This is an optimization exercise on Yosys and OpenROAD, whose aim is a short achievable clock period and few clock cycles, not a production implementation. The RTL was checked by simulation tests, not by an equivalence proof against the original design. No activity file was given, so power comes from the tool's default toggle rates.

## north
==> flow/design.v <==
module mips_core (
  input  logic        CLK,
  input  logic        reset,
  output logic [31:0] imem_addr,
  input  logic [31:0] imem_data,
  output logic        wb_en,
  output logic [4:0]  wb_reg,
  output logic [31:0] wb_data,
  output logic        st_en,
  output logic [5:0]  st_addr,
  output logic [31:0] st_data
);
  logic [7:0]  pcF;                  
  logic [7:0]  pcP1;                 
  logic [7:0]  pcHold, pcP1Hold;     
  logic        eV;                   
  logic        eWe;                  
  logic [4:0]  eDest;
  logic        eLoad, eStore, eBr;
  logic        eSelAdd, eSelAnd, eSelOr, eSelSlt;
  logic        eSub;
  logic        eFast;                
  logic [31:0] eA, eB, eBalu;
  logic [7:0]  eEA;                  
  logic        ePredT, eNZ;
  logic [7:0]  ePcP1, eTgt, eTgtP1;   
  logic [7:0]  eRecov, eRecovP1;      
  logic        wbEn;
  logic [4:0]  wbReg;
  logic [31:0] wbData;
  logic        sEn;
  logic [5:0]  sAddr;
  logic [31:0] sData;
  logic [32*32-1:0] rf;
  logic [64*32-1:0] dmem;
  logic        mispE;
  logic        stallF;
  logic [31:0] aE, bE, baluE;         
  logic [31:0] bxE, sumE;
  logic [31:0] resE;                  
  assign imem_addr = {22'd0, pcF, 2'b00};
  logic [7:0]  pcP1F, tgtF, tgtP1F;
  logic        predTF;
  assign pcP1F  = pcP1;
  assign tgtF   = pcP1 + imem_data[7:0];
  assign tgtP1F = (pcP1 + 8'd1) + imem_data[7:0];
  logic [7:0]  pcBaseF, pcAltF, pcBaseP1F, pcAltP1F;
  assign pcBaseF   = mispE ? eRecov   : stallF ? pcHold : pcP1;
  assign pcAltF    = mispE ? eRecov   : tgtF;
  assign pcBaseP1F = mispE ? eRecovP1 : stallF ? pcP1Hold : pcP1 + 8'd1;
  assign pcAltP1F  = mispE ? eRecovP1 : tgtP1F;
  always_ff @(posedge CLK or negedge reset) begin
    if (!reset) begin
      pcF  <= '0;
      pcP1 <= 8'd1;
    end else begin
      pcF  <= predTF ? pcAltF   : pcBaseF;
      pcP1 <= predTF ? pcAltP1F : pcBaseP1F;
    end
  end
  always_ff @(posedge CLK) begin
    pcHold   <= predTF ? pcAltF   : pcBaseF;
    pcP1Hold <= predTF ? pcAltP1F : pcBaseP1F;
  end
  logic [5:0]  opD, fnD;
  logic [4:0]  rsD, rtD, rdD;
  logic [31:0] simmD;
  assign opD   = imem_data[31:26];
  assign rsD   = imem_data[25:21];
  assign rtD   = imem_data[20:16];
  assign rdD   = imem_data[15:11];
  assign fnD   = imem_data[5:0];
  assign simmD = {{16{imem_data[15]}}, imem_data[15:0]};
  logic regWD, useImmD, loadD, storeD, brD;
  logic selAddD, selAndD, selOrD, selSltD, subD;
  logic [4:0] destD;
  always_comb begin
    regWD   = 1'b0;
    useImmD = 1'b0;
    loadD   = 1'b0;
    storeD  = 1'b0;
    brD     = 1'b0;
    selAddD = 1'b0;
    selAndD = 1'b0;
    selOrD  = 1'b0;
    selSltD = 1'b0;
    subD    = 1'b0;
    destD   = rtD;
    case (opD)
      6'h00: begin
        destD = rdD;
        case (fnD)
          6'h20: begin regWD = 1'b1; selAddD = 1'b1; end
          6'h22: begin regWD = 1'b1; selAddD = 1'b1; subD = 1'b1; end
          6'h24: begin regWD = 1'b1; selAndD = 1'b1; end
          6'h25: begin regWD = 1'b1; selOrD  = 1'b1; end
          6'h2A: begin regWD = 1'b1; selSltD = 1'b1; subD = 1'b1; end
          default: ;
        endcase
      end
      6'h08: begin regWD = 1'b1; useImmD = 1'b1; selAddD = 1'b1; end
      6'h23: begin regWD = 1'b1; useImmD = 1'b1; loadD = 1'b1; end
      6'h2B: begin storeD = 1'b1; useImmD = 1'b1; end
      6'h04: brD = 1'b1;
      default: ;
    endcase
  end
  logic weD;
  assign weD = regWD && (destD != 5'd0);
  logic [31:0] opAD, opBD;
  assign opAD = rf[rsD*32 +: 32];
  assign opBD = rf[rtD*32 +: 32];
  logic fAD, fBD;
  assign fAD = eWe && (eDest == rsD);
  assign fBD = eWe && (eDest == rtD);
  logic [3:0]  lowE;            
  assign lowE = (eSelAdd ? aE[3:0] + bxE[3:0] + {3'd0, eSub} : 4'd0)
              | (eSelAnd ? aE[3:0] & baluE[3:0] : 4'd0)
              | (eSelOr  ? aE[3:0] | baluE[3:0] : 4'd0);
  logic eqLowF, eqLowAF, eqLowBF;
  assign eqLowF  = (opAD[3:0] == opBD[3:0]);
  assign eqLowAF = eFast && (lowE == opAD[3:0]);
  assign eqLowBF = eFast && (lowE == opBD[3:0]);
  assign predTF = (opD == 6'h04)
               && ((rsD == rtD)
                || (!fAD && !fBD && eqLowF)
                || (fBD && eqLowAF)
                || (fAD && eqLowBF)
                || ((fAD || fBD) && !eFast && imem_data[15]));
  assign stallF = (loadD || storeD) && fAD;
  logic vNextE;
  assign vNextE = !mispE && !stallF;
  always_ff @(posedge CLK or negedge reset) begin
    if (!reset) begin
      eV      <= 1'b0;
      eWe     <= 1'b0;
      eDest   <= '0;
      eLoad   <= 1'b0;
      eStore  <= 1'b0;
      eBr     <= 1'b0;
      eSelAdd <= 1'b0;
      eSelAnd <= 1'b0;
      eSelOr  <= 1'b0;
      eSelSlt <= 1'b0;
      eSub    <= 1'b0;
      eFast   <= 1'b0;
      eA      <= '0;
      eB      <= '0;
      eBalu   <= '0;
      eEA     <= '0;
      ePredT  <= 1'b0;
      eNZ     <= 1'b0;
      ePcP1   <= '0;
      eTgt    <= '0;
      eTgtP1  <= '0;
    end else begin
      eV      <= vNextE;
      eWe     <= vNextE && weD;
      eDest   <= destD;
      eLoad   <= loadD;
      eStore  <= vNextE && storeD;
      eBr     <= vNextE && brD;
      eSelAdd <= selAddD;
      eSelAnd <= selAndD;
      eSelOr  <= selOrD;
      eSelSlt <= selSltD;
      eSub    <= subD;
      eFast   <= selAddD | selAndD | selOrD;
      eA      <= fAD ? resE : opAD;
      eB      <= fBD ? resE : opBD;
      eBalu   <= useImmD ? simmD : fBD ? resE : opBD;
      eEA     <= opAD[7:0] + imem_data[7:0];
      ePredT  <= predTF;
      eNZ     <= (imem_data[7:0] != 8'd0);
      ePcP1   <= pcP1F;
      eTgt    <= tgtF;
      eTgtP1  <= tgtP1F;
    end
  end
  assign aE    = eA;
  assign bE    = eB;
  assign baluE = eBalu;
  logic        ltE;
  assign bxE  = baluE ^ {32{eSub}};
  assign sumE = aE + bxE + {31'd0, eSub};
  assign ltE  = (aE[31] != baluE[31]) ? aE[31] : sumE[31];
  logic [7:0] eaE;
  logic [5:0] wordE;
  assign eaE   = eEA;
  assign wordE = eaE[7:2];
  logic [31:0] ldE;
  assign ldE = dmem[wordE*32 +: 32];
  assign resE = ({32{eSelAdd}} & sumE)
              | ({32{eSelAnd}} & (aE & baluE))
              | ({32{eSelOr}}  & (aE | baluE))
              | {31'd0, eSelSlt & ltE}
              | ({32{eLoad}}   & ldE);
  assign eRecov   = ePredT ? ePcP1 : eTgt;
  assign eRecovP1 = ePredT ? ePcP1 + 8'd1 : eTgtP1;
  logic eqE;
  assign eqE   = (aE == bE);
  assign mispE = eBr && eNZ && (eqE != ePredT);
  for (genvar i = 0; i < 64; i++) begin : g_dmem
    always_ff @(posedge CLK or negedge reset) begin
      if (!reset) begin
        dmem[i*32 +: 32] <= '0;
      end else if (eStore && wordE == i) begin
        dmem[i*32 +: 32] <= bE;
      end
    end
  end
  always_ff @(posedge CLK or negedge reset) begin
    if (!reset) begin
      wbEn   <= 1'b0;
      sEn   <= 1'b0;
    end else begin
      wbEn   <= eWe;
      sEn   <= eStore;
    end
  end
  always_ff @(posedge CLK) begin
    wbReg  <= eDest;
    wbData <= resE;
    sAddr  <= wordE;
    sData  <= bE;
  end
  assign rf[31:0] = '0;
  for (genvar i = 1; i < 32; i++) begin : g_rf
    always_ff @(posedge CLK or negedge reset) begin
      if (!reset) begin
        rf[i*32 +: 32] <= '0;
      end else if (eWe && eDest == i) begin
        rf[i*32 +: 32] <= resE;
      end
    end
  end
  assign wb_en   = wbEn;
  assign wb_reg  = wbReg;
  assign wb_data = wbData;
  assign st_en   = sEn;
  assign st_addr = sAddr;
  assign st_data = sData;
endmodule
export LEC_CHECK = 0
export ABC_AREA = 1
export ABC_CLOCK_PERIOD_IN_PS = 3000
export CAP_MARGIN = 20
export CORE_MARGIN = 2
export CORE_UTILIZATION = 48
export SLEW_MARGIN = 20
export TNS_END_PERCENT = 30
create_clock -name core_clock -period 10.0 [get_ports {CLK}]
standard.sh (not shown) runs the stock make flow with config.mk's settings and CLKGATE_MAP_FILE= SYNTH_SCRIPT=/design/flow/synth_recipe.tcl, a recipe that flattens the netlist after the stock synthesis.
==> flow/flow/run.sh <==
#!/bin/bash
set -euo pipefail
export SETUP_SLACK_MARGIN=6.8
export CTS_ARGS="-sink_clustering_enable -repair_clock_nets -sink_clustering_size 20 -sink_clustering_max_diameter 60 -distance_between_buffers 300"
bash standard.sh synth > synth.log 2>&1
bash standard.sh > layout.log 2>&1
north closes out successfully: all stages finished, all timing, DRC and antenna checks passed.
Testbench counts of north, summed over its fixed seeds: cycles 106,258.
For south, these inputs were changed with respect to north:
--- a/flow/design.v
+++ b/flow/design.v
@@ -13,5 +13,4 @@
   logic [7:0]  pcF;                  
   logic [7:0]  pcP1;                 
-  logic [7:0]  pcHold, pcP1Hold;     
   logic        eV;                   
   logic        eWe;                  
@@ -26,4 +25,6 @@
   logic [7:0]  ePcP1, eTgt, eTgtP1;   
   logic [7:0]  eRecov, eRecovP1;      
+  logic [31:0] wRes;
+  logic [31:1] wSel;                 
   logic        wbEn;
   logic [4:0]  wbReg;
@@ -46,7 +47,7 @@
   assign tgtP1F = (pcP1 + 8'd1) + imem_data[7:0];
   logic [7:0]  pcBaseF, pcAltF, pcBaseP1F, pcAltP1F;
-  assign pcBaseF   = mispE ? eRecov   : stallF ? pcHold : pcP1;
+  assign pcBaseF   = mispE ? eRecov   : stallF ? pcP1 - 8'd1 : pcP1;
   assign pcAltF    = mispE ? eRecov   : tgtF;
-  assign pcBaseP1F = mispE ? eRecovP1 : stallF ? pcP1Hold : pcP1 + 8'd1;
+  assign pcBaseP1F = mispE ? eRecovP1 : stallF ? pcP1 : pcP1 + 8'd1;
   assign pcAltP1F  = mispE ? eRecovP1 : tgtP1F;
   always_ff @(posedge CLK or negedge reset) begin
@@ -58,8 +59,4 @@
       pcP1 <= predTF ? pcAltP1F : pcBaseP1F;
     end
-  end
-  always_ff @(posedge CLK) begin
-    pcHold   <= predTF ? pcAltF   : pcBaseF;
-    pcP1Hold <= predTF ? pcAltP1F : pcBaseP1F;
   end
   logic [5:0]  opD, fnD;
@@ -108,7 +105,12 @@
   logic weD;
   assign weD = regWD && (destD != 5'd0);
+  logic [32*32-1:0] rfb;
+  assign rfb[31:0] = '0;
+  for (genvar i = 1; i < 32; i++) begin : g_rfb
+    assign rfb[i*32 +: 32] = wSel[i] ? wRes : rf[i*32 +: 32];
+  end
   logic [31:0] opAD, opBD;
-  assign opAD = rf[rsD*32 +: 32];
-  assign opBD = rf[rtD*32 +: 32];
+  assign opAD = rfb[rsD*32 +: 32];
+  assign opBD = rfb[rtD*32 +: 32];
   logic fAD, fBD;
   assign fAD = eWe && (eDest == rsD);
@@ -212,7 +214,11 @@
   always_ff @(posedge CLK or negedge reset) begin
     if (!reset) begin
+      wRes   <= '0;
+      wSel   <= '0;
       wbEn   <= 1'b0;
       sEn   <= 1'b0;
     end else begin
+      wRes   <= resE;
+      for (int k = 1; k < 32; k++) wSel[k] <= eWe && (eDest == k);
       wbEn   <= eWe;
       sEn   <= eStore;
@@ -230,6 +236,6 @@
       if (!reset) begin
         rf[i*32 +: 32] <= '0;
-      end else if (eWe && eDest == i) begin
-        rf[i*32 +: 32] <= resE;
+      end else if (wSel[i]) begin
+        rf[i*32 +: 32] <= wRes;
       end
     end
==> comparison <==
Compared with north, south ends up with less cell area.
north consumes less power than south.
From north to south the numbers moved as follows: global-route usage over all layers up 1.1 points, maximum frequency from static timing analysis decreased by about 2.3% relative to the old numbers, maximum vdd drop moved up, die boundary width climbed about 0.6%, worst hold slack went up by 0.031 ns.
Compared with north, in south clock buffer count climbed 11; count of plain and timing-repair buffers in the layout dropped 12%.
Going from north to south, worst setup slack shrinks by 0.087 ns.
Largest family of logic cells by synthesized area = simple AND/OR/NAND/NOR gates: south; largest family of logic cells by synthesized area = compound AO/OA/AOI/OAI gates: north
south vs north: post-route core utilization down in south
Testbench counts of south, summed over its fixed seeds: cycles 106,258.

port drivers added, routing unchanged:
Ports are ideal in the flow. The routed layouts listed here were re-timed in OpenROAD. Step 1 sets driving cells, clkbuf_16 on the clock port and buf_2 on the other inputs (assumed; they add their load-dependent delay and slew). Step 2 times the ports against the registers' clock, not the clock port: input delays grow and output delays shrink by t, the midpoint of the rising clock arrivals with the driver on. Three values: no drivers, after step 1, after step 2; two values: the first two.
run | t (ns) | slack for setup (ns) | worst data-port slew with drivers (ns)
north | 1.032 | 6.277 / 6.093 / 5.061 | 0.47
south | 1.062 | 6.190 / 5.995 / 4.933 | 0.45
After both steps setup and hold are still met in every run listed. The setup slack of south, which loses most, moves by -0.195 ns with the drivers and by -1.257 ns with both steps.
